This design comes from an exercise in tuning for small area and few clock cycles on the open sky130 flow, not from production work. The RTL of this run was laid out without a check of its function.

--- design/flow/run.sh ---
#!/bin/bash
# synth_recipe.tcl (not shown) runs the flow's synth.tcl, then flattens the netlist and writes it again
# the make line also repeats each setting of config.mk as NAME=value (left out here)
make -C /OpenROAD-flow-scripts/flow DESIGN_CONFIG=/design/flow/config.mk WORK_HOME=/design/flow/orfs CLKGATE_MAP_FILE= SYNTH_SCRIPT=/design/flow/synth_recipe.tcl finish
--- design/flow/config.mk ---
export PLATFORM = sky130hd
export DESIGN_NAME = rgb_to_hsv_converter_unit
export DESIGN_NICKNAME = rgb_to_hsv_converter_unit
export VERILOG_FILES = /design/flow/design.v
export SDC_FILE = /design/flow/constraint.sdc
export NUM_CORES = 4
export LEC_CHECK = 0
export CAP_MARGIN = 20
export CORE_MARGIN = 2
export CORE_UTILIZATION = 40
export SLEW_MARGIN = 20
--- design/flow/constraint.sdc ---
create_clock -name core_clock -period 5.0 [get_ports {aclk}]
set_input_delay 1.0000 -clock core_clock [delete_from_list [all_inputs] [get_ports {aclk}]]
set_output_delay 1.0000 -clock core_clock [all_outputs]
set_load 0.01 [all_outputs]
--- design/flow/design.v ---
package hsv_pkg;
    localparam int CHAN_W = 8;
    typedef struct packed {
        logic        v;     
        logic [7:0]  hi;    
        logic [7:0]  d;     
        logic [7:0]  rs;    
        logic [7:0]  rh;    
        logic [1:0]  r3;    
        logic [15:0] qs;    
        logic [15:0] qh;    
    } step_t;
endpackage
module hsv_prep (
    input  logic                in_valid,
    input  logic [7:0]          red,
    input  logic [7:0]          green,
    input  logic [7:0]          blue,
    output hsv_pkg::step_t      out
);
    logic [7:0] hi, lo, d, x;
    logic [8:0] delta;      
    logic [2:0] base, k;
    logic       tie;        
    always_comb begin
        if (red >= green && red >= blue) begin
            hi    = red;
            base  = 3'd0;
            delta = {1'b0, green} - {1'b0, blue};
            tie   = (green == red);
        end else if (green >= blue) begin
            hi    = green;
            base  = 3'd2;
            delta = {1'b0, blue} - {1'b0, red};
            tie   = (blue == green);
        end else begin
            hi    = blue;
            base  = 3'd4;
            delta = {1'b0, red} - {1'b0, green};
            tie   = 1'b0;
        end
        lo = (red <= green) ? red : green;
        if (blue < lo) lo = blue;
        d = hi - lo;
        if (delta[8]) begin
            k = (base == 3'd0) ? 3'd5 : base - 3'd1;
            x = d + delta[7:0];
        end else if (tie) begin
            k = base + 3'd1;
            x = 8'd0;
        end else begin
            k = base;
            x = delta[7:0];
        end
        out.v  = in_valid;
        out.hi = hi;
        out.d  = d;
        out.rs = d - 8'd1;
        out.qs = '0;
        out.rh = x;
        out.r3 = (k >= 3'd3) ? 2'(k - 3'd3) : k[1:0];
        out.qh = {15'd0, (k >= 3'd3)};
    end
endmodule
module hsv_div #(
    parameter int STEP = 0
) (
    input  hsv_pkg::step_t in,
    output hsv_pkg::step_t out
);
    logic [7:0] negd;
    logic       sbit;
    logic [8:0] st, ht;
    logic       sfit, hfit;
    logic [2:0] t3;
    logic       hb;
    always_comb begin
        negd = 8'd0 - in.d;
        sbit = (STEP < 8) ? 1'b1 : negd[15 - STEP];
        out  = in;
        st   = {in.rs, sbit};
        sfit = (st >= {1'b0, in.hi});
        out.rs = sfit ? 8'(st - {1'b0, in.hi}) : st[7:0];
        out.qs = {in.qs[14:0], sfit};
        if (STEP < 15) begin
            ht   = {in.rh, 1'b0};
            hfit = (ht >= {1'b0, in.d});
            out.rh = hfit ? 8'(ht - {1'b0, in.d}) : ht[7:0];
            t3   = {in.r3, hfit};
            hb   = (t3 >= 3'd3);
            out.r3 = hb ? 2'(t3 - 3'd3) : t3[1:0];
            out.qh = {in.qh[14:0], hb};
        end
    end
endmodule
module rgb_to_hsv_converter_unit #(
    parameter logic [16:0] REG_AT = 17'b0_0010_0100_1001_0001
) (
    input  logic        aclk,
    input  logic        aresetn,
    input  logic        s_tvalid,
    output logic        s_tready,
    input  logic [23:0] s_tdata,    
    output logic        m_tvalid,
    input  logic        m_tready,
    output logic [39:0] m_tdata     
);
    hsv_pkg::step_t pos [0:16];    
    hsv_pkg::step_t src [0:16];    
    logic           en;
    hsv_prep u_prep (
        .in_valid (s_tvalid),
        .red      (s_tdata[7:0]),
        .green    (s_tdata[15:8]),
        .blue     (s_tdata[23:16]),
        .out      (pos[0])
    );
    for (genvar p = 0; p <= 16; p++) begin : g_pos
        if (p > 0) begin : g_step
            hsv_div #(.STEP(p - 1)) u_step (.in(src[p-1]), .out(pos[p]));
        end
        if (REG_AT[p]) begin : g_reg
            hsv_pkg::step_t r;
            always_ff @(posedge aclk) begin
                if (!aresetn) begin
                    r.v <= 1'b0;
                end else if (en) begin
                    r.v <= pos[p].v;
                end
            end
            always_ff @(posedge aclk) begin
                if (en) begin
                    r.hi <= pos[p].hi;
                    r.d  <= pos[p].d;
                    r.rs <= pos[p].rs;
                    r.rh <= pos[p].rh;
                    r.r3 <= pos[p].r3;
                    r.qs <= pos[p].qs;
                    r.qh <= pos[p].qh;
                end
            end
            assign src[p] = r;
        end else begin : g_wire
            assign src[p] = pos[p];
        end
    end
    logic grey;
    assign grey     = (src[16].d == 8'd0);
    assign m_tvalid = src[16].v;
    assign en       = m_tready || !m_tvalid;
    assign s_tready = en;
    assign m_tdata  = {src[16].hi,
                       grey ? 16'd0 : src[16].qs,
                       grey ? 16'd0 : src[16].qh};
endmodule
==> qor.txt <==
largest family of logic cells by synthesized area = buffers and inverters
status = did not finish
Synth Area in Simple Gates = 0%
Synth top cells by count = 42 x buf_4, 2 x conb_1
dominant cell type by area after synthesis = buf_4
register area share after synthesis = 0%
post-synthesis adder-cell area fraction = 0%
post-synthesis mux area share = 0%
Die Y = 32.4 µm
stop err = [ERROR PDN-0185] Insufficient width (28.06 um) to add straps on layer met4 in grid "grid" with total strap width 15.2 um and offset 13.6 um.
yosys warns = 101
Area contributors post-synth = buf_4 98%, conb_1 2.3%
last step reached = 2_4_floorplan_pdn
most common cell in the netlist = buf_4
post-synthesis xor/xnor area fraction = 0%
Cells after Synth = 44
Initial Util = 42.3%
Mapped Avg Cell Area = 7.34 µm²
die width = 32.4 µm
synth unique cells = 2
Rows = 10
cell area after synthesis = 323 µm²
Synth Area in Compound Gates = 0%
area fraction of the dominant cell type after synthesis = 97.7%
-- kinds of logic after synthesis --
logic type	after synthesis
buffers and inverters	42
other	2
